What follows belongs to an exercise in optimizing a design on an open flow for a short achievable clock period and few clock cycles; a production flow would make more cautious choices.
Where RTL was checked, it was by simulation tests only, not by an equivalence proof against the original.
For run 6, only the layout was checked, not whether the RTL still works.
No activity file was given, so power comes from the tool's default toggle rates.

[flow/config.mk]
export PLATFORM = sky130hd
export DESIGN_NAME = pcpu_top
export DESIGN_NICKNAME = pcpu_top
export VERILOG_FILES = /design/flow/design.v
export SDC_FILE = /design/flow/constraint.sdc
export NUM_CORES = 4
export LEC_CHECK = 0
export CAP_MARGIN = 20
export CORE_MARGIN = 2
export CORE_UTILIZATION = 25
export PLACE_DENSITY = 0.45
export SETUP_SLACK_MARGIN = 2.7
export SLEW_MARGIN = 20
[flow/constraint.sdc]
create_clock -name core_clock -period 4.5 [get_ports {clock}]
set_input_delay 0.9000 -clock core_clock [delete_from_list [all_inputs] [get_ports {clock}]]
set_output_delay 0.9000 -clock core_clock [all_outputs]
set_load 0.01 [all_outputs]
[flow/design.v]
package isa_pkg;
    localparam logic [4:0] OPC_NOP   = 5'b00000;
    localparam logic [4:0] OPC_HALT  = 5'b00001;
    localparam logic [4:0] OPC_LOAD  = 5'b00010;
    localparam logic [4:0] OPC_STORE = 5'b00011;
    localparam logic [4:0] OPC_SLL   = 5'b00100;
    localparam logic [4:0] OPC_SRL   = 5'b00101;
    localparam logic [4:0] OPC_ADD   = 5'b01000;
    localparam logic [4:0] OPC_ADDI  = 5'b01001;
    localparam logic [4:0] OPC_SUB   = 5'b01010;
    localparam logic [4:0] OPC_SUBI  = 5'b01011;
    localparam logic [4:0] OPC_CMP   = 5'b01100;
    localparam logic [4:0] OPC_AND   = 5'b01101;
    localparam logic [4:0] OPC_OR    = 5'b01110;
    localparam logic [4:0] OPC_XOR   = 5'b01111;
    localparam logic [4:0] OPC_LDIH  = 5'b10000;
    localparam logic [4:0] OPC_JUMP  = 5'b11000;
    localparam logic [4:0] OPC_BZ    = 5'b11010;
    localparam logic [4:0] OPC_BNZ   = 5'b11011;
    localparam logic [4:0] OPC_BN    = 5'b11100;
    localparam logic [4:0] OPC_BNN   = 5'b11101;
    localparam logic [15:0] NOP_WORD = 16'h0000;
endpackage
package pipe_pkg;
    localparam int DATA_W    = 16;
    localparam int REG_COUNT = 8;
    localparam int REG_IDX_W = 3;
    localparam logic [REG_IDX_W-1:0] ZERO_REG = '0;
endpackage
import isa_pkg::*;
import pipe_pkg::*;
module pcpu_top (
    input  logic              clock,
    input  logic              reset,
    input  logic              i_enable,
    input  logic              i_start,
    input  logic [pipe_pkg::DATA_W-1:0] i_i_data,
    input  logic [pipe_pkg::DATA_W-1:0] i_d_rdata,
    output logic [7:0]        o_i_addr,
    output logic [7:0]        o_d_addr,
    output logic [pipe_pkg::DATA_W-1:0] o_d_wdata,
    output logic              o_d_we,
    output logic              o_running
);
    logic       running;     
    logic       started;     
    logic       halt_seen;   
    logic [7:0] fa;          
    logic [7:1]  e_we;       
    logic        e_wr;       
    logic [2:0]  e_dest;
    logic        e_st;
    logic        e_ld;
    logic        e_setf;
    logic        e_bz, e_bnz, e_bn, e_bnn;   
    logic [15:0] x_a, x_b;
    logic        x_c;
    logic [15:0] l_a, l_b;
    logic        l_x, l_n;
    logic [15:0] sl_a, sr_a;
    logic [3:0]  sl_lo, sl_hi, sr_lo, sr_hi;   
    logic [15:0] sl_m, sr_m;
    logic [7:0]  d_addr;
    logic        e_au;       
    logic [7:0]  c_p, c_q;
    logic        c_cin;
    logic        e_sh;       
    logic [7:0]  t_a, t_b;
    logic [15:0] e_s;        
    logic        zf;
    logic        nf;
    logic [15:0] regs [1:7];
    logic [15:0] sum, r_log;
    logic [15:0] r_sll, r_srl;
    logic [15:0] e_result;
    logic        z_add, z_log, z_sll, z_srl;
    logic        zc, nc;
    logic        e_take;
    logic [7:0]  t_sum;
    logic [15:0] sl_t, sr_t;
    logic [15:0] ks_g [0:4];
    logic [15:0] ks_p [0:4];
    logic [16:0] carry;
    always_comb begin
        ks_g[0] = x_a & x_b;
        ks_p[0] = x_a ^ x_b;
        for (int l = 0; l < 4; l++) begin
            for (int i = 0; i < 16; i++) begin
                if (i >= (1 << l)) begin
                    ks_g[l+1][i] = ks_g[l][i] | (ks_p[l][i] & ks_g[l][i-(1<<l)]);
                    ks_p[l+1][i] = ks_p[l][i] & ks_p[l][i-(1<<l)];
                end else begin
                    ks_g[l+1][i] = ks_g[l][i];
                    ks_p[l+1][i] = ks_p[l][i];
                end
            end
        end
        carry = {ks_g[4], 1'b0};
    end
    assign sum   = (ks_p[0] ^ {16{x_c}}) ^ carry[15:0];
    assign r_log = ({16{l_x}} & (l_a ^ l_b)) | ({16{l_n}} & (l_a & l_b));
    always_comb begin
        for (int i = 0; i < 16; i++) begin
            sl_t[i] = 1'b0;
            sr_t[i] = 1'b0;
            for (int k = 0; k < 4; k++) begin
                if (i >= k)     sl_t[i] = sl_t[i] | (sl_lo[k] & sl_a[i-k]);
                if (i + k < 16) sr_t[i] = sr_t[i] | (sr_lo[k] & sr_a[i+k]);
            end
        end
        for (int i = 0; i < 16; i++) begin
            r_sll[i] = 1'b0;
            r_srl[i] = 1'b0;
            for (int k = 0; k < 4; k++) begin
                if (i >= 4*k)     r_sll[i] = r_sll[i] | (sl_hi[k] & sl_t[i-4*k]);
                if (i + 4*k < 16) r_srl[i] = r_srl[i] | (sr_hi[k] & sr_t[i+4*k]);
            end
        end
    end
    assign e_result = sum | r_log | r_sll | r_srl | ({16{e_ld}} & i_d_rdata);
    assign z_add = x_c ? (ks_p[0] == 16'hffff)
                       : (((x_a[0] ^ x_b[0]) == 1'b0) &&
                          ((x_a[15:1] ^ x_b[15:1]) == (x_a[14:0] | x_b[14:0])));
    assign z_log = (r_log == 16'h0000);
    assign z_sll = ((sl_a & sl_m) == 16'h0000);
    assign z_srl = ((sr_a & sr_m) == 16'h0000);
    assign zc = z_add & z_log & z_sll & z_srl;
    assign nc = sum[15] | r_log[15] | r_sll[15] | r_srl[15];
    assign t_sum  = t_a + t_b;
    assign e_take = (e_bz & zf) | (e_bnz & ~zf) | (e_bn & nf) | (e_bnn & ~nf);
    assign o_i_addr  = fa;
    assign o_d_addr  = d_addr;
    assign o_d_wdata = e_s;
    assign o_d_we    = e_st;
    assign o_running = running;
    logic [15:0] w;
    logic [4:0]  op;
    logic [2:0]  f1, f2, f3;
    logic        d_ld, d_st, d_sll, d_srl, d_add, d_addi, d_sub, d_subi, d_cmp;
    logic        d_and, d_or, d_xor, d_ldih, d_jmp, d_bz, d_bnz, d_bn, d_bnn, d_halt;
    logic        d_wr, d_setf, d_cond, d_bb, d_sub_any, d_adder, d_logic;
    logic        sel_a1, sel_a2, sel_b3;
    logic [15:0] imm_b;
    logic [15:0] ra1, ra2, ra3;
    logic        fw1, fw2, fw3;
    logic        fwd_a, fwd_b, fwd_s;
    logic [15:0] a_val, b_val, a_rf, b_rf, s_next;
    logic [15:0] mask_l, mask_r;
    assign w  = i_i_data;
    assign op = w[15:11];
    assign f1 = w[10:8];
    assign f2 = w[6:4];
    assign f3 = w[2:0];
    assign d_ld   = (op == OPC_LOAD);
    assign d_st   = (op == OPC_STORE);
    assign d_sll  = (op == OPC_SLL);
    assign d_srl  = (op == OPC_SRL);
    assign d_add  = (op == OPC_ADD);
    assign d_addi = (op == OPC_ADDI);
    assign d_sub  = (op == OPC_SUB);
    assign d_subi = (op == OPC_SUBI);
    assign d_cmp  = (op == OPC_CMP);
    assign d_and  = (op == OPC_AND);
    assign d_or   = (op == OPC_OR);
    assign d_xor  = (op == OPC_XOR);
    assign d_ldih = (op == OPC_LDIH);
    assign d_jmp  = (op == OPC_JUMP);
    assign d_bz   = (op == OPC_BZ);
    assign d_bnz  = (op == OPC_BNZ);
    assign d_bn   = (op == OPC_BN);
    assign d_bnn  = (op == OPC_BNN);
    assign d_halt = (op == OPC_HALT);
    assign d_cond    = d_bz | d_bnz | d_bn | d_bnn;
    assign d_bb      = d_cond && (f1 != 3'd0);
    assign d_sub_any = d_sub | d_subi | d_cmp;
    assign d_adder   = d_add | d_addi | d_sub | d_subi | d_cmp | d_ldih;
    assign d_logic   = d_and | d_or | d_xor;
    assign d_setf    = d_sll | d_srl | d_adder & ~d_ldih | d_logic;
    assign d_wr      = (d_ld | d_sll | d_srl | d_add | d_addi | d_sub | d_subi | d_logic |
                        d_ldih) && (f1 != 3'd0);
    assign sel_a1 = d_addi | d_subi | d_bb;
    assign sel_a2 = d_ld | d_st | d_sll | d_srl | d_add | d_sub | d_cmp | d_logic;
    assign sel_b3 = d_add | d_sub | d_cmp | d_logic;
    always_comb begin
        if (d_ldih)
            imm_b = {w[7:0], 8'h00};
        else if (d_ld | d_st | d_sll | d_srl)
            imm_b = {12'h000, w[3:0]};
        else
            imm_b = {8'h00, w[7:0]};
    end
    assign ra1 = (f1 == 3'd0) ? 16'h0000 : regs[f1];
    assign ra2 = (f2 == 3'd0) ? 16'h0000 : regs[f2];
    assign ra3 = (f3 == 3'd0) ? 16'h0000 : regs[f3];
    assign fw1 = e_wr && (e_dest == f1);
    assign fw2 = e_wr && (e_dest == f2);
    assign fw3 = e_wr && (e_dest == f3);
    assign fwd_a = (sel_a1 & fw1) | (sel_a2 & fw2);
    assign fwd_b = sel_b3 & fw3;
    assign fwd_s = fw1;
    always_comb begin
        a_rf  = ({16{sel_a1}} & ra1) | ({16{sel_a2}} & ra2);
        b_rf  = sel_b3 ? ra3 : imm_b;
        a_val = fwd_a ? e_result : a_rf;
        b_val = fwd_b ? e_result : b_rf;
        s_next = fwd_s ? e_result : ra1;
    end
    assign mask_l = 16'hffff >> w[3:0];
    assign mask_r = 16'hffff << w[3:0];
    logic [7:0] addr_rf, addr_add, addr_oth, addr_next, cs_p, cs_q, cs_s, cs_c;
    logic       hazard;
    assign cs_p    = c_p;
    assign cs_q    = c_q;
    assign cs_s    = cs_p ^ cs_q ^ {4'h0, w[3:0]};
    assign cs_c    = {(cs_p[6:0] & cs_q[6:0]) | (cs_p[6:0] & {3'h0, w[3:0]}) |
                      (cs_q[6:0] & {3'h0, w[3:0]}), c_cin};
    ks_add8 u_addr_rf (.i_a(ra2[7:0]), .i_b({4'h0, w[3:0]}), .o_sum(addr_rf));
    ks_add8 u_addr_add (.i_a(cs_s), .i_b(cs_c), .o_sum(addr_add));
    ks_add8 u_addr_oth (.i_a(r_log[7:0] | ({8{e_ld}} & i_d_rdata[7:0])), .i_b({4'h0, w[3:0]}),
                        .o_sum(addr_oth));
    assign addr_next = fw2 ? (e_au ? addr_add : addr_oth) : addr_rf;
    assign hazard    = (d_ld | d_st) && fw2 && e_sh;
    logic       r0_cond, tests_z, on_one, late_z, late_n, take_early;
    logic [7:0] fa_seq, fa_one, fa_zero, fa_early, fa_next;
    assign r0_cond    = d_cond && (f1 == 3'd0);
    assign tests_z    = d_bz | d_bnz;
    assign on_one     = d_bz | d_bn;
    assign take_early = d_jmp | (r0_cond & ((d_bz & zf) | (d_bnz & ~zf) | (d_bn & nf) | (d_bnn & ~nf)));
    assign fa_seq     = fa + 8'd1;
    assign fa_one     = on_one ? w[7:0] : fa_seq;    
    assign fa_zero    = on_one ? fa_seq : w[7:0];
    assign fa_early   = e_take ? t_sum : (hazard ? fa : (take_early ? w[7:0] : fa_seq));
    assign late_z     = !e_take && r0_cond && e_setf && tests_z;
    assign late_n     = !e_take && r0_cond && e_setf && !tests_z;
    always_comb begin
        if (late_z)
            fa_next = zc ? fa_one : fa_zero;
        else if (late_n)
            fa_next = nc ? fa_one : fa_zero;
        else
            fa_next = fa_early;
    end
    logic take_start;
    logic fetch;      
    logic issue_ok;   
    logic issue;      
    assign take_start = i_start && !started;
    assign fetch      = (running && !halt_seen) || take_start;
    assign issue_ok   = fetch && !e_take;
    assign issue      = issue_ok && !d_halt && !hazard;
    always_ff @(posedge clock or negedge reset) begin
        if (!reset) begin
            running   <= 1'b0;
            started   <= 1'b0;
            halt_seen <= 1'b0;
            fa        <= '0;
            e_we      <= '0;
            e_wr      <= 1'b0;
            e_st      <= 1'b0;
            e_setf    <= 1'b0;
            e_bz      <= 1'b0;
            e_bnz     <= 1'b0;
            e_bn      <= 1'b0;
            e_bnn     <= 1'b0;
        end else if (i_enable) begin
            if (take_start) begin
                started   <= 1'b1;
                running   <= 1'b1;
                halt_seen <= d_halt;
            end else if (running && (halt_seen || (d_halt && issue_ok))) begin
                running <= 1'b0;
            end
            if (fetch)
                fa <= fa_next;
            for (int k = 1; k < 8; k++)
                e_we[k] <= issue && d_wr && (f1 == 3'(k));
            e_wr   <= issue && d_wr;
            e_st   <= issue && d_st;
            e_setf <= issue && d_setf;
            e_bz   <= issue && d_bb && d_bz;
            e_bnz  <= issue && d_bb && d_bnz;
            e_bn   <= issue && d_bb && d_bn;
            e_bnn  <= issue && d_bb && d_bnn;
        end
    end
    logic [2:0]  n_e_dest;
    logic        n_e_ld, n_x_c, n_l_x, n_l_n, n_c_cin, n_e_sh, n_e_au;
    logic [15:0] n_x_a, n_x_b, n_l_a, n_l_b, n_sl_a, n_sr_a, n_sl_m, n_sr_m, n_e_s;
    logic [3:0]  n_sl_lo, n_sl_hi, n_sr_lo, n_sr_hi;
    logic [7:0]  n_d_addr, n_c_p, n_c_q, n_t_a, n_t_b;
    always_comb begin
        n_e_dest = f1;
        n_e_ld   = d_ld;
        n_x_a    = ({16{d_adder & fwd_a & ~d_sub_any}} & e_result)
                 | ({16{d_adder & fwd_a & d_sub_any}} & ~e_result)
                 | ({16{d_adder & ~fwd_a}} & (a_rf ^ {16{d_sub_any}}));
        n_x_b    = ({16{d_adder & fwd_b}} & e_result) | ({16{d_adder & ~fwd_b}} & b_rf);
        n_x_c    = d_adder & d_sub_any;
        n_l_a    = ({16{d_logic & fwd_a}} & e_result) | ({16{d_logic & ~fwd_a}} & a_rf);
        n_l_b    = ({16{d_logic & fwd_b}} & e_result) | ({16{d_logic & ~fwd_b}} & b_rf);
        n_l_x    = d_xor | d_or;
        n_l_n    = d_and | d_or;
        n_sl_a   = ({16{d_sll & fwd_a}} & e_result) | ({16{d_sll & ~fwd_a}} & a_rf);
        n_sr_a   = ({16{d_srl & fwd_a}} & e_result) | ({16{d_srl & ~fwd_a}} & a_rf);
        for (int k = 0; k < 4; k++) begin
            n_sl_lo[k] = d_sll && (w[1:0] == 2'(k));
            n_sl_hi[k] = d_sll && (w[3:2] == 2'(k));
            n_sr_lo[k] = d_srl && (w[1:0] == 2'(k));
            n_sr_hi[k] = d_srl && (w[3:2] == 2'(k));
        end
        n_sl_m   = mask_l;
        n_sr_m   = mask_r;
        n_d_addr = addr_next;
        n_c_p    = d_adder ? a_val[7:0] : 8'h00;
        n_c_q    = d_adder ? (d_sub_any ? ~b_val[7:0] : b_val[7:0]) : 8'h00;
        n_c_cin  = d_sub_any;
        n_e_sh   = d_sll | d_srl;
        n_e_au   = d_adder;
        n_t_a    = d_bb ? a_val[7:0] : 8'h00;
        n_t_b    = d_bb ? w[7:0] : 8'h00;
        n_e_s    = s_next;
    end
    logic [2:0] e_dest_k;
    logic e_ld_k;
    logic [15:0] x_a_k;
    logic [15:0] x_b_k;
    logic x_c_k;
    logic [15:0] l_a_k;
    logic [15:0] l_b_k;
    logic l_x_k;
    logic l_n_k;
    logic [15:0] sl_a_k;
    logic [15:0] sr_a_k;
    logic [3:0] sl_lo_k;
    logic [3:0] sl_hi_k;
    logic [3:0] sr_lo_k;
    logic [3:0] sr_hi_k;
    logic [15:0] sl_m_k;
    logic [15:0] sr_m_k;
    logic [7:0] d_addr_k;
    logic [7:0] c_p_k;
    logic [7:0] c_q_k;
    logic c_cin_k;
    logic e_sh_k;
    logic e_au_k;
    logic [7:0] t_a_k;
    logic [7:0] t_b_k;
    logic [15:0] e_s_k;
    always_ff @(posedge clock) begin
        e_dest <= i_enable ? n_e_dest : e_dest_k;
        e_dest_k <= i_enable ? n_e_dest : e_dest;
        e_ld <= i_enable ? n_e_ld : e_ld_k;
        e_ld_k <= i_enable ? n_e_ld : e_ld;
        x_a <= i_enable ? n_x_a : x_a_k;
        x_a_k <= i_enable ? n_x_a : x_a;
        x_b <= i_enable ? n_x_b : x_b_k;
        x_b_k <= i_enable ? n_x_b : x_b;
        x_c <= i_enable ? n_x_c : x_c_k;
        x_c_k <= i_enable ? n_x_c : x_c;
        l_a <= i_enable ? n_l_a : l_a_k;
        l_a_k <= i_enable ? n_l_a : l_a;
        l_b <= i_enable ? n_l_b : l_b_k;
        l_b_k <= i_enable ? n_l_b : l_b;
        l_x <= i_enable ? n_l_x : l_x_k;
        l_x_k <= i_enable ? n_l_x : l_x;
        l_n <= i_enable ? n_l_n : l_n_k;
        l_n_k <= i_enable ? n_l_n : l_n;
        sl_a <= i_enable ? n_sl_a : sl_a_k;
        sl_a_k <= i_enable ? n_sl_a : sl_a;
        sr_a <= i_enable ? n_sr_a : sr_a_k;
        sr_a_k <= i_enable ? n_sr_a : sr_a;
        sl_lo <= i_enable ? n_sl_lo : sl_lo_k;
        sl_lo_k <= i_enable ? n_sl_lo : sl_lo;
        sl_hi <= i_enable ? n_sl_hi : sl_hi_k;
        sl_hi_k <= i_enable ? n_sl_hi : sl_hi;
        sr_lo <= i_enable ? n_sr_lo : sr_lo_k;
        sr_lo_k <= i_enable ? n_sr_lo : sr_lo;
        sr_hi <= i_enable ? n_sr_hi : sr_hi_k;
        sr_hi_k <= i_enable ? n_sr_hi : sr_hi;
        sl_m <= i_enable ? n_sl_m : sl_m_k;
        sl_m_k <= i_enable ? n_sl_m : sl_m;
        sr_m <= i_enable ? n_sr_m : sr_m_k;
        sr_m_k <= i_enable ? n_sr_m : sr_m;
        d_addr <= i_enable ? n_d_addr : d_addr_k;
        d_addr_k <= i_enable ? n_d_addr : d_addr;
        c_p <= i_enable ? n_c_p : c_p_k;
        c_p_k <= i_enable ? n_c_p : c_p;
        c_q <= i_enable ? n_c_q : c_q_k;
        c_q_k <= i_enable ? n_c_q : c_q;
        c_cin <= i_enable ? n_c_cin : c_cin_k;
        c_cin_k <= i_enable ? n_c_cin : c_cin;
        e_sh <= i_enable ? n_e_sh : e_sh_k;
        e_sh_k <= i_enable ? n_e_sh : e_sh;
        e_au <= i_enable ? n_e_au : e_au_k;
        e_au_k <= i_enable ? n_e_au : e_au;
        t_a <= i_enable ? n_t_a : t_a_k;
        t_a_k <= i_enable ? n_t_a : t_a;
        t_b <= i_enable ? n_t_b : t_b_k;
        t_b_k <= i_enable ? n_t_b : t_b;
        e_s <= i_enable ? n_e_s : e_s_k;
        e_s_k <= i_enable ? n_e_s : e_s;
    end
    always_ff @(posedge clock) begin
        if (i_enable) begin
            if (e_setf) begin
                zf <= zc;
                nf <= nc;
            end
            for (int k = 1; k < 8; k++)
                if (e_we[k])
                    regs[k] <= e_result;
        end
    end
endmodule
module ks_add8 (
    input  logic [7:0] i_a,
    input  logic [7:0] i_b,
    output logic [7:0] o_sum
);
    logic [7:0] g [0:3];
    logic [7:0] p [0:3];
    always_comb begin
        g[0] = i_a & i_b;
        p[0] = i_a ^ i_b;
        for (int i = 0; i < 8; i++) begin
            if (i >= 1) begin
                g[1][i] = g[0][i] | ((p[0][i] & i_a[i-1]) & i_b[i-1]);
                p[1][i] = p[0][i] & p[0][i-1];
            end else begin
                g[1][i] = g[0][i];
                p[1][i] = p[0][i];
            end
        end
        for (int l = 1; l < 3; l++) begin
            for (int i = 0; i < 8; i++) begin
                if (i >= (1 << l)) begin
                    g[l+1][i] = g[l][i] | (p[l][i] & g[l][i-(1<<l)]);
                    p[l+1][i] = p[l][i] & p[l][i-(1<<l)];
                end else begin
                    g[l+1][i] = g[l][i];
                    p[l+1][i] = p[l][i];
                end
            end
        end
        o_sum = p[0] ^ {g[3][6:0], 1'b0};
    end
endmodule
[flow/run.sh]
#!/bin/bash
# synth_recipe.tcl (not shown) runs the flow's synth.tcl, then flattens the netlist and writes it again
# the make line also repeats each setting of config.mk as NAME=value (left out here)
make -C /OpenROAD-flow-scripts/flow DESIGN_CONFIG=/design/flow/config.mk WORK_HOME=/design/flow/orfs CLKGATE_MAP_FILE= SYNTH_SCRIPT=/design/flow/synth_recipe.tcl finish
==> impl_metrics.tcl, run 1 <==
set metrics [dict create \
    required_ns 5.00 \
    synthCells 2889 \
    die_area_um2 113000 \
    overflow 0 \
    p_total_mw 14.7 \
    clockPowerShare_pct 38.0 \
    cts_tree "built" \
    max_stage_delay_ns 0.52 \
    maxSlewViolCount 0 \
    dr_wl_met3_um 8190 \
    leakagePower_nw 14.9 \
    layout_min_cycle_time_ns 2.87 \
    viasPerCell 5.27 \
    fin_hold_ws_ns 0.406 \
    cts-root-buf "clkbuf_16" \
    power_frac_seq_pct 38.2 \
    io_pins 70 \
    yosysUniqueCellTypes 96 \
    critPathLaunchType "flip-flop" \
    drive_gt1_share_pct 38.4 \
    yosysSeqAreaShare_pct 45.3 \
    tightest_slew_ns 0.827 \
    cp.arrival_ns 3.37 \
    area_delta_synth_final_pct 45.3 \
    synth_top_cell_area_share_pct 30.5 \
    top_register "regs" \
    cts-buffers-inserted 69 \
    min_from "sl_m_k[0]" \
    final_cells 4666 \
    maxSlewHeadroom_pct 44.4 \
    postRouteAntennaNets 0 \
    status "complete, no violations" \
    cp_top_family "compound AO/OA/AOI/OAI gates" \
    end_kind "flip-flop" \
    synth_edf_count 114 \
    die_h_um 336 \
    clk_pin_slew_ns 0.06 \
    clk_path_buf_depth 3 \
    max_freq_ghz 0.348 \
    synth_seq_cells 559 \
    met2WireLength_um 51300 \
    diodes 0 \
    first_pass_iters 7 \
    finalClockSkew_ns 0.0343 \
    portBuffers 69 \
    largest_register_ffs 112 \
    setup_viol 0 \
    crit_type "reg -> reg" \
    final_util_pct 36.7 \
    gp_congestion 0.882 \
    irDropWorstVdd_uv 253 \
    htree_levels 3 \
    wl_met1_um 53000 \
    powerDensity_nw_per_um2 368 \
    max_cap_viol_count 0 \
    rsz0062_at_grt "true" \
    antenna_found_initial 5 \
    avgSynthCellArea_um2 9.53 \
    grt_max_degree 100 \
    critPathLaunch "l_a[14]" \
    switchingPower_mw 4.39 \
    rows 121 \
    p_int_mw 10.3 \
    grt_use_total_pct 20.4 \
    drc_errors 0 \
    regToRegStartpoint "l_a[14]" \
    grt_pass1_vias 24000 \
    tns_ns 0 \
    coreArea_um2 109000 \
    syn_nets 3002 \
    initial_core_util_pct 25.3 \
    clk_latency_ns 0.65 \
    min_path_type "reg -> reg" \
    finalHoldViolations 0 \
    wire_per_inst_um 25.0 \
    crit_buf_inv 1 \
    ys_async_sr_fraction_pct 4.47 \
    synth_largest_area_cell "dfxtp_1" \
    dp_cells 4260 \
    cts.sinks 559 \
    synthTopCellsByArea "dfxtp_1 31%, edfxtp_1 12%, o2bb2ai_1 5.0%" \
    period_share_pct 63.8 \
    die_x_um 336 \
    grt_pass1_wl_um 170000 \
    vias 24600 \
    comb_power_share_pct 23.8 \
    swShare_pct 29.8 \
    final_nets 3310 \
    dp_hpwl_um 77000 \
    path_cells "ha_4 -> a222oi_1 -> o221ai_1 -> or4_4 -> nor2b_4 -> mux2i_4 -> mux2i_1 -> buf_4 -> o2bb2ai_2" \
    ys.flop_type "dfxtp_1" \
    path_max_fanout 7 \
    crit_slowest_cell "or4_4" \
    finalWirelength_um 117000 \
    top_layer_used "met5" \
    drtIter0Drc 2185 \
    netlist_area_um2 27500 \
    cts_hold_buffers 0 \
    yosysWarnings 23 \
]
==> synth_stat cells (12+ instances only) <==
library cell / count
dfxtp_1: 420
o21ai_0: 215
nand2_1: 200
inv_1: 195
a21oi_1: 167
o2bb2ai_1: 158
nor2_1: 153
clkbuf_1: 132
edfxtp_1: 114
mux2i_1: 85
a22oi_1: 84
ha_1: 72
xnor2_1: 69
nand3_1: 59
buf_2: 57
o21a_1: 49
nand2b_1: 42
a22o_1: 38
a21o_1: 29
a211oi_1: 25
a222oi_1: 25
a31oi_1: 25
dfrtp_1: 25
nor3_1: 24
xor2_1: 24
mux4_2: 23
o22ai_1: 23
nor2b_1: 22
nand4_1: 21
o211ai_1: 20
mux2_2: 19
buf_1: 18
nor4_1: 16
a221oi_1: 15
o21ai_1: 15
o31ai_1: 13
and2_1: 12
==> per-stage QoR <==
| stage | instance area [µm²] | setup slack (ns) |
|---|---|---|
| 2_1_floorplan | 30000 | 1.52 |
| 3_3_place_gp | 31400 | 0.470 |
| 3_5_place_dp | 31400 | 0.392 |
| 4_1_cts | 38500 | 1.65 |
| 5_1_grt | 40000 | 1.54 |
| 6_report | 40000 | 1.63 |
==> logic make-up after synthesis <==
family / after synthesis / share of synthesized area (%)
muxes: 133 / 6.08
AOI/OAI and AO/OA: 997 / 25.2
xor gates and xnor gates: 96 / 3.14
DFF: 559 / 45.3
and+or+nand+nor: 614 / 10.7
buffers and inverters: 413 / 6.03
adders and majority gates: 77 / 3.64
==> timing repair <==
item                                   in CTS  in global routing
cloned                                     12                  0
buffers inserted                          217                 51
endpoints found under the hold margin       0                  0
pin swaps                                 158                 92
setup endpoints to repair                 587                518
gates resized for setup                   798                200
==> per-layer routing <==
layer / vias to the layer above / track usage (%)
li1: 11300 / -
met1: 12200 / 28.5
met2: 903 / 31.4
met3: 197 / 4.14
met4: 2 / 6.36
met5: - / 0
==> worst reg2reg max path, delay by kind of cell, from the launching register on <==
kind                     cells  cell delay, ns
adder cells (fa/ha/maj)      1            0.24
AND/OR/NAND/NOR              2            0.68
flip-flops                   1            0.34
buffers and inverters        1            0.20
multiplexers                 2            0.42
AO/OA/AOI/OAI                3            0.87
==> placed cells by master, fill, tap and decap left out, types with 44 or more instances in the layout <==
master / instances
nor2_1: 118
a21oi_1: 114
dfxtp_1: 338
o21a_1: 48
buf_4: 211
o2bb2ai_2: 53
buf_6: 125
o2bb2ai_1: 98
clkbuf_16: 71
edfxtp_1: 114
o21ai_0: 68
nand2_1: 151
mux2i_1: 68
xnor2_1: 44
a22oi_1: 80
o21ai_1: 111
buf_12: 54
inv_1: 161
dfxtp_2: 70
==> power by group through the flow <==
stage                     registers [mW]  logic, mW  clock network, mW
after floorplan                     5.69       1.54                  0
after global placement              5.73       2.40                  0
after detailed placement            5.74       2.39                  0
after CTS                           5.63       3.23               5.71
after global routing                5.66       3.71               5.92
final                               5.63       3.50               5.60
==> worst paths after layout <==
kind                           end  cells past startpoint  slack [ns]
setup / recovery           l_b[14]                      9        1.63
hold / removal             sl_m[0]                      1        0.41
setup reg to reg           l_b[14]                      9        1.63
hold reg to reg            sl_m[0]                      1        0.41
max in group asynchronous    fa[3]                      2        3.54
min in group asynchronous  e_we[7]                      2        0.65
==> area by class of cell <==
cell class / instances / area [µm²]
clock buffer: 103 / 2060
clock inverter: 23 / 203
fill: 10800 / 69000
inverter: 199 / 811
multi-input combinational: 1918 / 17500
sequential: 559 / 12600
tap: 1414 / 1770
timing repair buffer: 448 / 5010
timing repair inverter: 2 / 32.5
Testbench counts, summed over its fixed seeds: cycles 13,981.
==> inputs of run 2 (changes only) <==
--- a/flow/config.mk
+++ b/flow/config.mk
@@ -8,4 +8,5 @@
 export CAP_MARGIN = 20
+export CELL_PAD_IN_SITES_GLOBAL_PLACEMENT = 2
 export CORE_MARGIN = 2
-export CORE_UTILIZATION = 25
+export CORE_UTILIZATION = 30
 export PLACE_DENSITY = 0.45
==> impl_metrics.tcl, run 2 <==
set metrics [dict create \
    rows 111 \
    setup_viol 0 \
    final_util_pct 44.8 \
    crit_type "reg -> reg" \
    cts_tree "built" \
    final_common_cell "dfxtp_1" \
    synthMuxAreaShare_pct 6.08 \
    synth_largest_area_cell "dfxtp_1" \
    yosysSeqAreaShare_pct 45.3 \
    tns_ns 0 \
    ys.flop_type "dfxtp_1" \
    vias 25000 \
    clk_path_buf_depth 3 \
    htree_levels 3 \
    synth_seq_cells 559 \
    powerDensity_nw_per_um2 370 \
    netlist_area_um2 27500 \
    die_area_um2 94200 \
    tightest_slew_ns 0.863 \
    period_share_pct 65.4 \
    end_kind "flip-flop" \
    coreArea_um2 91200 \
    cts.sinks 559 \
    swShare_pct 30.3 \
    synthTopCellsByArea "dfxtp_1 31%, edfxtp_1 12%, o2bb2ai_1 5.0%" \
    cts_hold_buffers 0 \
    antenna_found_initial 0 \
    first_pass_iters 7 \
    max_freq_ghz 0.340 \
    power_frac_seq_pct 37.1 \
    wire_per_inst_um 28.8 \
    pre_cts_ws_ns 0.453 \
    gp_congestion 0.864 \
    reg2reg_setup_slack_ns 1.56 \
    overflow 0 \
    finalInstanceArea_um2 40900 \
    finalClockSkew_ns 0.0136 \
    synth_xor_area_share_pct 3.14 \
    clk_pin_slew_ns 0.06 \
    grt_use_total_pct 26.8 \
    maxSlewViolCount 0 \
    worst_slack_ns 1.56 \
    p_int_mw 10.6 \
    dp_cells 4055 \
    drtIter0Drc 2125 \
    finalHoldViolations 0 \
    switchingPower_mw 4.60 \
    layout_min_cycle_time_ns 2.94 \
    initial_core_util_pct 30.2 \
    grt_max_degree 138 \
    placed_cell_area_um2 31400 \
    final_cell_mix "332 x dfxtp_1, 217 x buf_4, 166 x inv_1" \
    cts-buffers-inserted 71 \
    clockPowerShare_pct 38.0 \
    cts-root-buf "clkbuf_16" \
    viasPerCell 5.57 \
    required_ns 5.00 \
    drc_errors 0 \
    dp_hpwl_um 86600 \
    yosysWarnings 23 \
    io_pins 70 \
    leakagePower_nw 15.3 \
    synth_compound_area_share_pct 25.2 \
    synth_top_cell_area_share_pct 30.5 \
    final_cells 4478 \
    drive_gt1_share_pct 41.4 \
    max_cap_viol_count 0 \
    synthTopCellsByCount "420 x dfxtp_1, 215 x o21ai_0, 200 x nand2_1, 195 x inv_1, 167 x a21oi_1" \
    largest_register_ffs 112 \
    yosys.area_share.simple_pct 10.7 \
    ys_async_sr_fraction_pct 4.47 \
    synthAdderAreaFrac_pct 3.64 \
    yosysUniqueCellTypes 96 \
    finalWirelength_um 129000 \
    path_max_fanout 6 \
    rsz0062_at_grt "true" \
    portBuffers 69 \
    grt_pass1_vias 24500 \
    maxSlewHeadroom_pct 42.3 \
    final_nets 3353 \
    critPathLaunchType "flip-flop" \
    avgSynthCellArea_um2 9.53 \
    die_h_um 307 \
    min_path_type "reg -> reg" \
    synth_top_family_by_area "compound AO/OA/AOI/OAI gates" \
    postRouteAntennaNets 0 \
    irDropWorstVdd_uv 266 \
    yosysMostFrequentCell "dfxtp_1" \
    comb_power_share_pct 24.9 \
    clk_latency_ns 0.65 \
    top_register "regs" \
    area_delta_synth_final_pct 48.7 \
    syn_nets 3002 \
    die_x_um 307 \
    synth_edf_count 114 \
    synthCells 2889 \
    status "complete, no violations" \
    cp.arrival_ns 3.44 \
    grt_pass1_wl_um 182000 \
]
## run 2: changes by cell type in the layout (fill, tap and decap cells not counted), sizes merged, moves of 2 or more
cell,before,now
buf,422,459
bufinv,2,4
clkbuf,103,97
clkdlybuf4s50,12,14
clkinv,12,18
clkinvlp,4,8
dlygate4sd2,7,4
inv,206,203
## run 2: cell families after synthesis
| group | Yosys count |
|---|---|
| buf+inv | 413 |
| fa+ha+maj | 77 |
| flops | 559 |
| simple gates | 614 |
| xor+xnor | 96 |
| mux | 133 |
| compound gates | 997 |
## run 2: layout make-up
| class | instances | area, µm² |
|---|---|---|
| Antenna cell | 1 | 2.50 |
| Multi-Input combinational cell | 1917 | 18100 |
| Tap cell | 1186 | 1480 |
| Clock buffer | 93 | 2000 |
| Timing Repair Buffer | 489 | 5540 |
| Timing Repair inverter | 3 | 43.8 |
| Sequential cell | 559 | 12600 |
| Fill cell | 8604 | 50300 |
| Inverter | 199 | 823 |
| Clock inverter | 31 | 324 |
## run 2: worst max-delay path: stages (launching register included)
cell	delay [ns]
dfxtp_4	0.37
inv_4	0.05
ha_4	0.26
a211oi_4	0.31
o21bai_4	0.16
a2111oi_4	0.45
buf_4	0.18
nor2_2	0.04
xnor2_2	0.21
nand3_4	0.22
mux2i_2	0.28
buf_6	0.18
o2bb2ai_2	0.06
## run 2: final timing paths
check	depth (start not counted)	to	from
worst max-delay path	12	l_b_k[10]	x_a[1]
worst min-delay path	1	sr_m[15]	sr_m_k[15]
worst max register to register	12	l_b_k[10]	x_a[1]
worst min register to register	1	sr_m[15]	sr_m_k[15]
max in group asynchronous	2	fa[2]	reset
min in group asynchronous	1	e_we[3]	reset
## run 2: timing repair
| item | CTS | global route |
|---|---|---|
| setup endpoints to repair | 585 | 502 |
| cloned | 13 | 3 |
| setup buffers | 226 | 56 |
| pin swaps | 165 | 100 |
| resized for setup | 848 | 243 |
## run 2: power by group through the flow
| stage | sequential (mW) | clock (mW) | combinational, mW |
|---|---|---|---|
| floorplan | 5.69 | 0 | 1.54 |
| global placement | 5.74 | 0 | 2.49 |
| detailed placement | 5.74 | 0 | 2.49 |
| CTS | 5.63 | 5.92 | 3.40 |
| global route | 5.66 | 6.11 | 3.97 |
| finish | 5.63 | 5.76 | 3.77 |
## run 2: per-stage QoR
| stage | hold slack, ns | power (mW) |
|---|---|---|
| final | 0.410 | 15.2 |
| after global placement | 0.398 | 8.23 |
| after detailed placement | 0.394 | 8.23 |
| after floorplan | 0.389 | 7.23 |
| after global routing | 0.434 | 15.7 |
| after CTS | 0.415 | 14.9 |
## run 2: metal layers
metal  track usage, %  wire (µm)  vias up  part of all wire, %
met5                0          0        -                    0
met4             8.00       4080        0                  3.2
met3             3.89       7110      165                  5.5
met2             42.5      58000      783                   45
met1             37.5      59900    12700                   46
li1                 -          -    11400                    -
==> inputs of run 3 (changes only) <==
--- a/flow/config.mk
+++ b/flow/config.mk
@@ -8,3 +8,2 @@
 export CAP_MARGIN = 20
-export CELL_PAD_IN_SITES_GLOBAL_PLACEMENT = 2
 export CORE_MARGIN = 2
==> impl_metrics.tcl, run 3 <==
set metrics [dict create \
    syn_nets 3002 \
    drc_errors 0 \
    overflow 0 \
    tns_ns 0 \
    leakagePower_nw 14.9 \
    clk_path_buf_depth 3 \
    synth_top_cell_area_share_pct 30.5 \
    ys_async_sr_fraction_pct 4.47 \
    min_path_type "reg -> reg" \
    max_cap_viol_count 0 \
    postRouteAntennaNets 0 \
    die_x_um 307 \
    ff_latch_area_um2 12600 \
    cts-root-buf "clkbuf_16" \
    ys.flop_type "dfxtp_1" \
    final_cell_mix "327 x dfxtp_1, 184 x buf_4, 162 x inv_1" \
    gp_congestion 0.912 \
    maxSlewViolCount 0 \
    synth_edf_count 114 \
    required_ns 5.06 \
    final_util_pct 43.9 \
    coreArea_um2 91200 \
    clk_latency_ns 0.64 \
    multiInputGateArea_um2 17900 \
    end_kind "flip-flop" \
    tightest_slew_ns 1.05 \
    final_common_cell "dfxtp_1" \
    initial_core_util_pct 30.2 \
    area_delta_synth_final_pct 45.6 \
    largest_register_ffs 112 \
    synthTopCellsByCount "420 x dfxtp_1, 215 x o21ai_0, 200 x nand2_1, 195 x inv_1, 167 x a21oi_1" \
    rows 111 \
    wire_per_inst_um 27.1 \
    cp.arrival_ns 3.38 \
    status "complete, no violations" \
    drive_gt1_share_pct 40.0 \
    final_nets 3292 \
    cts.sinks 559 \
    grt_max_degree 127 \
    yosysUniqueCellTypes 96 \
    drtIter0Drc 2362 \
    finalWirelength_um 120000 \
    cts_hold_buffers 0 \
    grt_pass1_wl_um 170000 \
    io_pins 70 \
    portBuffers 69 \
    die_h_um 307 \
    viasPerCell 5.68 \
    synthTopCellsByArea "dfxtp_1 31%, edfxtp_1 12%, o2bb2ai_1 5.0%" \
    vias 25100 \
    yosysSeqAreaShare_pct 45.3 \
    cts_tree "built" \
    netlist_area_um2 27500 \
    maxSlewHeadroom_pct 29.5 \
    grt_use_total_pct 24.6 \
    top_register "regs" \
    finalHoldViolations 0 \
    cts-buffers-inserted 70 \
    avgSynthCellArea_um2 9.53 \
    htree_levels 3 \
    first_pass_iters 9 \
    synth_largest_area_cell "dfxtp_1" \
    period_share_pct 62.8 \
    grt_pass1_vias 24100 \
    powerDensity_nw_per_um2 375 \
    irDropWorstVdd_uv 259 \
    layout_min_cycle_time_ns 2.83 \
    finalClockSkew_ns 0.0269 \
    synthCells 2889 \
    path_max_fanout 5 \
    n_fill_cell 8537 \
    clk_pin_slew_ns 0.06 \
    critPathLaunchType "flip-flop" \
    dp_hpwl_um 77900 \
    p_total_mw 15.0 \
    setup_viol 0 \
    max_freq_ghz 0.354 \
    yosysWarnings 23 \
    yosysMostFrequentCell "dfxtp_1" \
    die_area_um2 94200 \
    antenna_found_initial 3 \
    rsz0062_at_grt "true" \
    crit_type "reg -> reg" \
    synth_seq_cells 559 \
]
==> run 3: cell counts after synthesis <==
Identical to the previous run, type by type.
==> run 3: power by group <==
part           internal (mW)  total [mW]  switching [mW]
sequential              5.44        5.63           0.191
clock                   3.56        5.89            2.33
combinational           1.59        3.51            1.92
total                   10.6        15.0            4.45
==> run 3: logic make-up (layout without fill, tap and decap cells) <==
group / count (synthesis) / after routing / synth area share, %
XOR/XNOR: 96 / 96 / 3.14
AO/OA/AOI/OAI: 997 / 997 / 25.2
buffers and inverters: 413 / 755 / 6.03
other: 0 / 1 / 0
flip-flops: 559 / 559 / 45.3
adder cells (fa/ha/maj): 77 / 77 / 3.64
multiplexers: 133 / 133 / 6.08
AND/OR/NAND/NOR: 614 / 618 / 10.7
==> run 3: worst max-delay path, stage by stage, from the launching register on <==
cell,delay [ns]
dfxtp_4,0.36
ha_4,0.24
buf_6,0.11
nor4_4,0.27
a41oi_2,0.18
a21oi_4,0.23
nand4_1,0.14
buf_6,0.18
o21a_1,0.21
or2_4,0.27
or3_4,0.42
a31oi_4,0.14
==> run 3: worst paths after layout <==
| path | cells after the start | to | startpoint | slack, ns |
|---|---|---|---|---|
| worst max-delay path | 11 | fa[2] | l_a[0] | 1.67 |
| worst min-delay path | 1 | sl_m[0] | sl_m_k[0] | 0.40 |
| worst max register to register | 11 | fa[2] | l_a[0] | 1.67 |
| worst min register to register | 1 | sl_m[0] | sl_m_k[0] | 0.40 |
| max in group asynchronous | 2 | fa[5] | reset | 3.56 |
| min in group asynchronous | 2 | started | reset | 0.65 |
==> run 3: layout make-up <==
type	instances	share of cell area, %
Timing Repair Buffer	426	12.0
Tap cell	1186	3.70
Timing Repair inverter	2	0.0687
Clock inverter	22	0.815
Multi-Input combinational cell	1921	44.7
Antenna cell	1	0.00624
Inverter	199	2.05
Clock buffer	106	5.19
Sequential cell	559	31.5
==> run 3: what timing repair did <==
action / 4_1_cts / 5_1_grt
gates cloned: 15 / 3
pin swaps: 166 / 123
setup endpoints to repair: 567 / 499
setup buffers: 181 / 63
gates resized for setup: 800 / 227
==> run 3: metrics by stage <==
stage / cell area, µm² / cells / setup slack, ns / hold WS, ns
2_1_floorplan: 30000 / 2889 / 1.52 / 0.389
5_1_grt: 40100 / 4421 / 1.57 / 0.420
3_3_place_gp: 31200 / 4031 / 0.529 / 0.399
3_5_place_dp: 31200 / 4031 / 0.492 / 0.398
6_report: 40100 / 4422 / 1.67 / 0.404
4_1_cts: 38400 / 4355 / 1.63 / 0.409
==> run 3: per-layer routing <==
metal | vias to the layer above | global-route usage, % | share of wire, %
met4 | 0 | 8.34 | 3.4
li1 | 11200 | - | -
met5 | - | 0 | 0
met2 | 1056 | 38.0 | 45
met3 | 197 | 4.14 | 6.9
met1 | 12600 | 34.6 | 45
==> inputs of run 4 (changes only) <==
--- a/flow/config.mk
+++ b/flow/config.mk
@@ -13 +13,2 @@
 export SLEW_MARGIN = 20
+export TNS_END_PERCENT = 50
==> impl_metrics.tcl, run 4 <==
set metrics [dict create \
    avgSynthCellArea_um2 9.53 \
    critPathLaunchType "flip-flop" \
    min_delay_path_depth 1 \
    path_cells "ha_4 -> a222oi_1 -> buf_4 -> inv_2 -> ha_4 -> inv_4 -> nor3_2 -> a311oi_2 -> nor3_2 -> xnor2_1 -> or3_1 -> o211ai_1 -> o32ai_1" \
    yosysSeqAreaShare_pct 45.3 \
    synth_top_cell_area_share_pct 30.5 \
    irDropWorstVdd_uv 275 \
    cts_tree "built" \
    clk_pin_slew_ns 0.06 \
    leakagePower_nw 14.4 \
    gp_congestion 0.897 \
    powerDensity_nw_per_um2 378 \
    tightest_slew_ns 1.01 \
    antenna_found_initial 2 \
    setup_viol 0 \
    largest_register_ffs 112 \
    met2WireLength_um 51700 \
    tns_ns 0 \
    die_area_um2 94200 \
    ff2ff_path_depth 13 \
    period_share_pct 65.2 \
    cts-root-buf "clkbuf_16" \
    comb_power_share_pct 22.7 \
    maxSlewHeadroom_pct 32.8 \
    rows 111 \
    yosysWarnings 23 \
    drc_errors 0 \
    ys.flop_type "dfxtp_1" \
    path_max_fanout 4 \
    crit_buf_inv 3 \
    synthTopCellsByArea "dfxtp_1 31%, edfxtp_1 12%, o2bb2ai_1 5.0%" \
    max_cap_viol_count 0 \
    viasPerCell 5.63 \
    dr_wl_met3_um 7710 \
    top_layer_used "met4" \
    postRouteAntennaNets 0 \
    initial_core_util_pct 30.2 \
    first_pass_iters 8 \
    die_h_um 307 \
    yosysMostFrequentCell "dfxtp_1" \
    overflow 0 \
    fin_hold_ws_ns 0.411 \
    regToRegStartpoint "l_b[3]" \
    grt_use_total_pct 24.0 \
    wire_per_inst_um 26.2 \
    rsz0062_at_grt "true" \
    maxSlewViolCount 0 \
    synth_edf_count 114 \
    wl_met1_um 51700 \
    io_pins 70 \
    crit_type "reg -> reg" \
    r2r_end "d_addr_k[6]" \
    crit_slowest_cell "a222oi_1" \
    portBuffers 69 \
    reg2reg_setup_slack_ns 1.56 \
    clockPowerShare_pct 39.0 \
    cp.arrival_ns 3.39 \
    finalHoldViolations 0 \
    finalWirelength_um 115000 \
    yosysUniqueCellTypes 96 \
    clk_latency_ns 0.65 \
    htree_levels 3 \
    synth_seq_cells 559 \
    area_delta_synth_final_pct 41.2 \
    synthCells 2889 \
    grt_pass1_vias 24100 \
    coreArea_um2 91200 \
    drive_gt1_share_pct 35.1 \
    p_int_mw 10.3 \
    layout_min_cycle_time_ns 2.94 \
    grt_pass1_wl_um 168000 \
    final_nets 3279 \
    switchingPower_mw 4.35 \
    power_frac_seq_pct 38.3 \
    n_fill_cell 8615 \
    min_path_type "reg -> reg" \
    dp_hpwl_um 77900 \
    ys_async_sr_fraction_pct 4.47 \
    grt_max_degree 198 \
    syn_nets 3002 \
    drtIter0Drc 2415 \
    finalClockSkew_ns 0.0325 \
    synth_largest_area_cell "dfxtp_1" \
    min_from "sl_m_k[0]" \
    swShare_pct 29.6 \
    final_common_cell "dfxtp_1" \
    synthTopCellsByCount "420 x dfxtp_1, 215 x o21ai_0, 200 x nand2_1, 195 x inv_1, 167 x a21oi_1" \
    vias 24800 \
    cts-buffers-inserted 70 \
    status "complete, no violations" \
    cp_top_family "compound AO/OA/AOI/OAI gates" \
    cts_hold_buffers 0 \
    max_freq_ghz 0.341 \
    cts.sinks 559 \
    final_cell_mix "355 x dfxtp_1, 208 x buf_4, 163 x inv_1" \
    die_x_um 307 \
    hold_end "sl_m[0]" \
    max_stage_delay_ns 0.34 \
    top_register "regs" \
    end_kind "flip-flop" \
    required_ns 4.96 \
    clk_path_buf_depth 3 \
    netlist_area_um2 27500 \
]
-- run 4: routing by layer --
| layer | vias up | GRT usage (%) |
|---|---|---|
| li1 | 11200 | - |
| met3 | 209 | 3.74 |
| met4 | 0 | 7.31 |
| met5 | - | 0 |
| met2 | 957 | 37.7 |
| met1 | 12400 | 33.8 |
-- run 4: worst max path at each step --
| stage | slack (ns) | cells past startpoint | from | end |
|---|---|---|---|---|
| finish | 1.56 | 13 | l_b[3] | d_addr_k[6] |
| global route | 1.50 | 13 | l_a[1] | d_addr_k[5] |
| CTS | 1.55 | 10 | l_b[14] | x_a_k[14] |
| detailed placement | 0.32 | 12 | i_i_data[5] | d_addr[7] |
| global placement | 0.28 | 12 | i_i_data[5] | d_addr[7] |
| floorplan | 1.52 | 12 | i_i_data[5] | d_addr[4] |
-- run 4: logic make-up after synthesis --
kind of cell | Yosys count | share of synthesized area [%]
AOI/OAI and AO/OA | 997 | 25.2
xor gates and xnor gates | 96 | 3.14
adders and majority gates | 77 | 3.64
buffers and inverters | 413 | 6.03
DFF | 559 | 45.3
muxes | 133 | 6.08
and+or+nand+nor | 614 | 10.7
-- run 4: repair_timing --
action	CTS	global route
gates resized for setup	552	263
pin swaps	162	110
setup endpoints to repair	558	562
gates cloned	8	1
buffers inserted	162	50
-- run 4: area by class of cell --
type / count / area, µm² / share of cell area [%]
antenna: 2 / 5.00 / 0.0129
clock buffer: 101 / 2040 / 5.25
clock inverter: 23 / 297 / 0.763
inverter: 199 / 807 / 2.08
multi-input combinational: 1917 / 17200 / 44.3
sequential: 559 / 12600 / 32.3
tap: 1186 / 1480 / 3.82
timing repair buffer: 419 / 4460 / 11.5
-- run 4: power by group through the flow --
stage                     Combinational (mW)  Clock [mW]  Sequential [mW]
final                                   3.34        5.72             5.63
after CTS                               3.02        5.85             5.64
after global placement                  2.34           0             5.73
after floorplan                         1.48           0             5.69
after global routing                    3.53        6.05             5.66
after detailed placement                2.36           0             5.74
-- run 4: per-stage QoR --
stage | power [mW] | instance area, µm² | worst slack (ns) | std cells | util, %
4_1_cts | 14.5 | 37300 | 1.55 | 4353 | 40.9
6_report | 14.7 | 38900 | 1.56 | 4406 | 42.6
2_1_floorplan | 7.18 | 29500 | 1.52 | 2889 | -
3_3_place_gp | 8.08 | 31100 | 0.281 | 4059 | 34.1
3_5_place_dp | 8.10 | 31100 | 0.323 | 4059 | 34.1
5_1_grt | 15.2 | 38900 | 1.50 | 4406 | 42.6
-- run 4: worst register-to-register path, delay by kind of cell, from the launching register on --
| family | cells | cell delay [ns] |
|---|---|---|
| AOI/OAI and AO/OA | 4 | 0.94 |
| DFF | 1 | 0.33 |
| buffers and inverters | 3 | 0.41 |
| xor gates and xnor gates | 1 | 0.13 |
| and+or+nand+nor | 3 | 0.42 |
| adders and majority gates | 2 | 0.51 |
==> inputs of run 5 (changes only) <==
--- a/flow/config.mk
+++ b/flow/config.mk
@@ -11,4 +11,3 @@
 export PLACE_DENSITY = 0.45
-export SETUP_SLACK_MARGIN = 2.7
+export SETUP_SLACK_MARGIN = 3.5
 export SLEW_MARGIN = 20
-export TNS_END_PERCENT = 50
==> impl_metrics.tcl, run 5 <==
set metrics [dict create \
    top_register "regs" \
    synthTopCellsByCount "420 x dfxtp_1, 215 x o21ai_0, 200 x nand2_1, 195 x inv_1, 167 x a21oi_1" \
    yosys.area_share.simple_pct 10.7 \
    finalClockSkew_ns 0.0359 \
    clk_pin_slew_ns 0.06 \
    path_cells "ha_4 -> a222oi_1 -> buf_4 -> inv_6 -> ha_4 -> buf_6 -> nand2_4 -> o21ai_2 -> a21oi_2 -> or4b_4 -> a21oi_2 -> a2111oi_2 -> a31o_1 -> nor2_1" \
    drc_errors 0 \
    tns_ns 0 \
    synth_compound_area_share_pct 25.2 \
    yosysWarnings 23 \
    yosysMostFrequentCell "dfxtp_1" \
    dp_hpwl_um 78500 \
    final_common_cell "dfxtp_1" \
    yosysSeqAreaShare_pct 45.3 \
    tightest_slew_ns 1.15 \
    finalHoldViolations 0 \
    maxSlewViolCount 0 \
    end_kind "flip-flop" \
    max_cap_viol_count 0 \
    viasPerCell 5.67 \
    ys.flop_type "dfxtp_1" \
    drtIter0Drc 2495 \
    finalWirelength_um 128000 \
    required_ns 5.06 \
    synth_largest_area_cell "dfxtp_1" \
    gp_congestion 0.867 \
    max_freq_ghz 0.334 \
    synth_xor_area_share_pct 3.14 \
    status "complete, no violations" \
    area_delta_synth_final_pct 51.2 \
    leakagePower_nw 15.7 \
    crit_slowest_cell "or4b_4" \
    first_pass_iters 8 \
    crit_type "reg -> reg" \
    synth_edf_count 114 \
    vias 25600 \
    cts-buffers-inserted 71 \
    yosysUniqueCellTypes 96 \
    die_area_um2 94200 \
    layout_min_cycle_time_ns 2.99 \
    synth_seq_cells 559 \
    rows 111 \
    largest_register_ffs 112 \
    synth_top_family_by_area "compound AO/OA/AOI/OAI gates" \
    crit_buf_inv 3 \
    max_stage_delay_ns 0.49 \
    setup_viol 0 \
    synth_top_cell_area_share_pct 30.5 \
    rsz0062_at_grt "true" \
    htree_levels 3 \
    initial_core_util_pct 30.2 \
    synthCells 2889 \
    powerDensity_nw_per_um2 368 \
    dp_cells 4027 \
    clk_path_buf_depth 3 \
    cp_top_family "compound AO/OA/AOI/OAI gates" \
    die_x_um 307 \
    path_max_fanout 4 \
    overflow 0 \
    io_pins 70 \
    cts.sinks 559 \
    portBuffers 69 \
    syn_nets 3002 \
    drive_gt1_share_pct 41.5 \
    final_nets 3388 \
    avgSynthCellArea_um2 9.53 \
    ys_async_sr_fraction_pct 4.47 \
    cts_tree "built" \
    cp.arrival_ns 3.55 \
    period_share_pct 66.4 \
    synthMuxAreaShare_pct 6.08 \
    synthAdderAreaFrac_pct 3.64 \
    postRouteAntennaNets 0 \
    cts-root-buf "clkbuf_16" \
    grt_max_degree 68 \
    min_path_type "reg -> reg" \
    grt_pass1_vias 24400 \
    final_cells 4520 \
    antenna_found_initial 4 \
    final_cell_mix "352 x dfxtp_1, 220 x buf_4, 167 x inv_1" \
    coreArea_um2 91200 \
    wire_per_inst_um 28.2 \
    irDropWorstVdd_uv 287 \
    grt_pass1_wl_um 175000 \
    clk_latency_ns 0.64 \
    netlist_area_um2 27500 \
    synthTopCellsByArea "dfxtp_1 31%, edfxtp_1 12%, o2bb2ai_1 5.0%" \
    critPathLaunchType "flip-flop" \
    grt_use_total_pct 25.2 \
    die_h_um 307 \
    maxSlewHeadroom_pct 23.0 \
]
## run 5: cell counts after synthesis
Identical to the previous run, type by type.
## run 5: final cells by class
class	count	area [µm²]
Tap cell	1186	1480
Clock inverter	30	369
Clock buffer	101	2100
Timing Repair inverter	2	27.5
Inverter	199	820
Sequential cell	559	12600
Antenna cell	1	2.50
Fill cell	8326	49600
Multi-Input combinational cell	1921	17900
Timing Repair Buffer	521	6350
## run 5: cell families after synthesis
family          after synthesis
mux                         133
flops                       559
buf+inv                     413
fa+ha+maj                    77
xor+xnor                     96
compound gates              997
simple gates                614
## run 5: layer usage
| layer | up-vias | GRT usage [%] | routed length, µm |
|---|---|---|---|
| met5 | - | 0 | 0 |
| li1 | 11400 | - | - |
| met3 | 247 | 3.94 | 8710 |
| met2 | 1047 | 40.9 | 58500 |
| met4 | 0 | 6.83 | 5280 |
| met1 | 12900 | 34.9 | 55200 |
## run 5: path summary, 6_finish.rpt
kind | startpoint | to | slack [ns] | depth (start not counted)
worst max register to register | l_b[1] | d_addr_k[5] | 1.51 | 14
max in group asynchronous | reset | fa[3] | 3.64 | 2
worst min register to register | l_b_k[4] | l_b[4] | 0.42 | 2
worst max-delay path | l_b[1] | d_addr_k[5] | 1.51 | 14
worst min-delay path | l_b_k[4] | l_b[4] | 0.42 | 2
min in group asynchronous | reset | e_st | 0.62 | 2
## run 5: repair_timing
item,4_1_cts,5_1_grt
pin swaps,131,127
endpoints found under the hold margin,0,0
setup endpoints to repair,703,719
gates cloned,22,19
hold buffers,0,0
resized for setup,693,379
buffers inserted,202,118
## run 5: power breakdown
| group | leakage [nW] | switching [mW] | total, mW | internal, mW |
|---|---|---|---|---|
| Clock | 1.20 | 2.34 | 6.01 | 3.67 |
| Combinational | 9.68 | 1.99 | 3.66 | 1.68 |
| Sequential | 4.81 | 0.194 | 5.64 | 5.44 |
## run 5: per-stage QoR
| stage | hold slack, ns | worst slack [ns] | power (mW) | util, % | instance area (µm²) |
|---|---|---|---|---|---|
| 2_1_floorplan | 0.400 | 1.52 | 7.28 | - | 30500 |
| 3_3_place_gp | 0.406 | 0.314 | 8.10 | 34.3 | 31300 |
| 3_5_place_dp | 0.411 | 0.355 | 8.12 | 34.3 | 31300 |
| 4_1_cts | 0.420 | 1.61 | 14.9 | 42.2 | 38500 |
| 5_1_grt | 0.435 | 1.39 | 15.8 | 45.6 | 41600 |
| 6_report | 0.418 | 1.51 | 15.3 | 45.6 | 41600 |
## run 5: worst register-to-register path, stage by stage (launching register included)
cell	delay [ns]
dfxtp_2	0.34
ha_4	0.24
a222oi_1	0.39
buf_4	0.26
inv_6	0.05
ha_4	0.29
buf_6	0.10
nand2_4	0.04
o21ai_2	0.06
a21oi_2	0.10
or4b_4	0.50
a21oi_2	0.17
a2111oi_2	0.06
a31o_1	0.23
nor2_1	0.09
==> inputs of run 6 (changes only) <==
--- a/flow/design.v
+++ b/flow/design.v
@@ -128,2 +128,5 @@
     assign nc = sum[15] | r_log[15] | r_sll[15] | r_srl[15];
+    logic n_hi1, n_hi0;
+    assign n_hi0 = (ks_p[0][15] ^ x_c) | r_log[15] | r_sll[15] | r_srl[15];
+    assign n_hi1 = ~(ks_p[0][15] ^ x_c) | r_log[15] | r_sll[15] | r_srl[15];
     assign t_sum  = t_a + t_b;
@@ -238,3 +241,3 @@
         else if (late_n)
-            fa_next = nc ? fa_one : fa_zero;
+            fa_next = carry[15] ? (n_hi1 ? fa_one : fa_zero) : (n_hi0 ? fa_one : fa_zero);
         else
--- a/flow/config.mk
+++ b/flow/config.mk
@@ -11,3 +11,3 @@
 export PLACE_DENSITY = 0.45
-export SETUP_SLACK_MARGIN = 3.5
+export SETUP_SLACK_MARGIN = 2.7
 export SLEW_MARGIN = 20
==> impl_metrics.tcl, run 6 <==
set metrics [dict create \
    required_ns 4.87 \
    finalInstanceArea_um2 39500 \
    crit_type "reg -> reg" \
    clk_pin_slew_ns 0.06 \
    yosysUniqueCellTypes 92 \
    finalHoldViolations 0 \
    final_common_cell "dfxtp_1" \
    worst_slack_ns 1.40 \
    synth_seq_cells 559 \
    overflow 0 \
    finalWirelength_um 117000 \
    tightest_slew_ns 0.985 \
    status "complete, no violations" \
    reg2reg_setup_slack_ns 1.40 \
    first_pass_iters 8 \
    tns_ns 0 \
    synthCells 2823 \
    power_frac_seq_pct 38.2 \
    gp_congestion 0.913 \
    syn_nets 2936 \
    grt_pass1_wl_um 167000 \
    drive_gt1_share_pct 39.0 \
    drtIter0Drc 2178 \
    die_x_um 304 \
    drc_errors 0 \
    swShare_pct 29.5 \
    rsz0062_at_grt "true" \
    final_cells 4406 \
    portBuffers 69 \
    final_cell_mix "348 x dfxtp_1, 201 x buf_4, 169 x inv_1" \
    synthTopCellsByCount "420 x dfxtp_1, 219 x o21ai_0, 215 x nand2_1, 196 x inv_1, 181 x a21oi_1" \
    cts.sinks 559 \
    yosysMostFrequentCell "dfxtp_1" \
    max_freq_ghz 0.323 \
    min_path_type "reg -> reg" \
    wire_per_inst_um 26.5 \
    leakagePower_nw 15.2 \
    cts-root-buf "clkbuf_16" \
    synthTopCellsByArea "dfxtp_1 31%, edfxtp_1 13%, o2bb2ai_1 5.2%" \
    powerDensity_nw_per_um2 375 \
    yosysSeqAreaShare_pct 46.1 \
    yosysWarnings 23 \
    initial_core_util_pct 30.1 \
    htree_levels 3 \
    clk_latency_ns 0.63 \
    path_max_fanout 7 \
    p_int_mw 10.4 \
    max_cap_viol_count 0 \
    io_pins 70 \
    min_from "l_b_k[4]" \
    pre_cts_ws_ns 0.395 \
    r2r_end "regs[4][8]" \
    cts_tree "built" \
    clockPowerShare_pct 38.3 \
    cts-buffers-inserted 69 \
    ff2ff_path_depth 16 \
    min_delay_path_depth 2 \
    grt_max_degree 160 \
    layout_min_cycle_time_ns 3.10 \
    synth_top_cell_area_share_pct 31.1 \
    dp_hpwl_um 74800 \
    n_fill_cell 8283 \
    maxSlewHeadroom_pct 34.3 \
    postRouteAntennaNets 0 \
    end_kind "flip-flop" \
    netlist_area_um2 27000 \
    hold_end "l_b[4]" \
    grt_pass1_vias 23900 \
    vias 24500 \
    dp_cells 3956 \
    multiInputGateArea_um2 16900 \
    final_nets 3286 \
    setup_viol 0 \
    coreArea_um2 89600 \
    cp.arrival_ns 3.47 \
    area_delta_synth_final_pct 46.2 \
    largest_register_ffs 112 \
    ff_latch_area_um2 12600 \
    ys.flop_type "dfxtp_1" \
    placed_cell_area_um2 30400 \
    period_share_pct 68.8 \
    comb_power_share_pct 23.6 \
    irDropWorstVdd_uv 230 \
    maxSlewViolCount 0 \
    clk_path_buf_depth 3 \
    rows 110 \
    avgSynthCellArea_um2 9.56 \
    critPathLaunchType "flip-flop" \
    grt_use_total_pct 24.3 \
    regToRegStartpoint "x_a[3]" \
    switchingPower_mw 4.37 \
    synth_edf_count 114 \
    antenna_found_initial 3 \
    die_area_um2 92400 \
    synth_largest_area_cell "dfxtp_1" \
    finalClockSkew_ns 0.0265 \
    diodes 0 \
    viasPerCell 5.57 \
    ys_async_sr_fraction_pct 4.47 \
    die_h_um 304 \
    top_register "regs" \
]
run 6: cell types whose count changed in the layout (fill, tap and decap cells not counted), moves of 13 or more:
cell,delta
o21ai_0,+31
o2bb2ai_1,+28
nand2_1,+27
o2bb2ai_2,-21
a22oi_1,-19
buf_4,-19
a22o_1,+17
buf_16,-17
o21ai_1,-17
o21ai_2,-17
a21oi_2,+13
mux2i_1,+13
run 6: layout make-up:
class	count	area share, %
multi-input cells	1867	42.8
flip-flops and latches	559	31.9
well taps	1176	3.73
clock inverters	25	0.618
inverters	199	2.02
repair buffers	476	13.7
repair inverters	1	0.0412
clock buffers	103	5.22
run 6: worst max-delay path by stage:
stage | start | end | slack (ns)
floorplan | i_i_data[4] | d_addr_k[6] | 1.29
global placement | i_i_data[5] | d_addr[6] | 0.43
detailed placement | i_i_data[5] | d_addr_k[6] | 0.39
CTS | x_a[3] | fa[2] | 1.45
global route | x_b[12] | fa[2] | 1.34
finish | x_a[3] | regs[4][8] | 1.40
run 6: kinds of logic (layout without fill, tap and decap cells):
kind of cell | after synthesis | in the layout | share of synthesized area (%)
xor gates and xnor gates | 100 | 100 | 3.31
muxes | 131 | 131 | 5.87
AOI/OAI and AO/OA | 986 | 988 | 25.3
DFF | 559 | 559 | 46.1
adders and majority gates | 77 | 77 | 3.71
and+or+nand+nor | 568 | 571 | 9.68
buffers and inverters | 402 | 804 | 6.01
run 6: critical path, stage by stage, from the launching register on:
cell and delay, ns:
dfxtp_2 0.34, inv_2 0.05, ha_4 0.29, buf_4 0.12, buf_6 0.09, buf_6 0.09, nand3_4 0.08, a21o_4 0.20
buf_4 0.14, buf_6 0.12, a21bo_4 0.23, o21a_4 0.23, xnor2_4 0.19, nand3_4 0.18, buf_12 0.22, buf_4 0.13
buf_6 0.13
run 6: timing repair:
item	in CTS	in global routing
endpoints found under the hold margin	0	0
hold buffers	0	0
pin swaps	178	115
resized for setup	758	252
setup buffers	226	73
gates cloned	19	4
endpoints found under the setup margin	628	514
run 6: routing by layer:
layer  GRT usage, %  routed length (µm)  vias to the layer above
li1               -                   -                    11100
met1           31.8               50200                    12200
met2           39.3               53900                      966
met3           4.15                7070                      264
met4           11.2                5660                        2
met5              0                  11                        -
run 6: power by group through the flow:
stage	Sequential, mW	Clock, mW	Combinational, mW
final	5.65	5.66	3.49
after global routing	5.67	5.98	3.66
after CTS	5.64	5.78	3.13
after detailed placement	5.75	0	2.26
after global placement	5.74	0	2.23
after floorplan	5.70	0	1.49
run 6: through the flow:
step / total power, mW / hold slack, ns / util [%]
finish: 14.8 / 0.414 / 44.0
detailed placement: 8.00 / 0.411 / 33.9
global placement: 7.97 / 0.408 / 33.9
global route: 15.3 / 0.433 / 44.0
floorplan: 7.19 / 0.400 / -
CTS: 14.5 / 0.415 / 42.0

==> port drivers added, routing unchanged <==
The results above use ideal ports. As a check the final layouts listed here were re-extracted and re-timed, cells and wires unchanged. Step 1, drivers: a clkbuf_16 drives clock and a buf_2 each remaining input, both assumed. Step 2 also shifts input and output timing later by t, the mid clock arrival at the registers, as if the neighbouring blocks saw the same clock. a / b / c = ideal ports / drivers / drivers and shift; a / b = the first two.
run	shift t [ns]	slack for setup (ns)	hold slack, ns	slew at the worst register clock pin (ns)	worst slew at a driven data input, ns
run 1	0.695	1.630 / 1.630 / 1.025	0.406 / 0.406 / 0.406	0.06 / 0.06	0.19
run 2	0.712	1.558 / 1.558 / 0.928	0.410 / 0.410 / 0.410	0.07 / 0.07	0.27
run 3	0.688	1.672 / 1.672 / 0.996	0.404 / 0.404 / 0.404	0.06 / 0.06	0.19
run 4	0.697	1.565 / 1.565 / 0.873	0.411 / 0.411 / 0.411	0.06 / 0.06	0.20
run 5	0.687	1.510 / 1.510 / 0.945	0.418 / 0.418 / 0.418	0.06 / 0.06	0.28
run 6	0.686	1.404 / 1.404 / 0.798	0.414 / 0.414 / 0.414	0.06 / 0.06	0.20
After both steps every run listed still meets setup and hold. The setup slack of run 4, which loses most, moves by 0.000 ns with the drivers and by -0.692 ns with both steps.
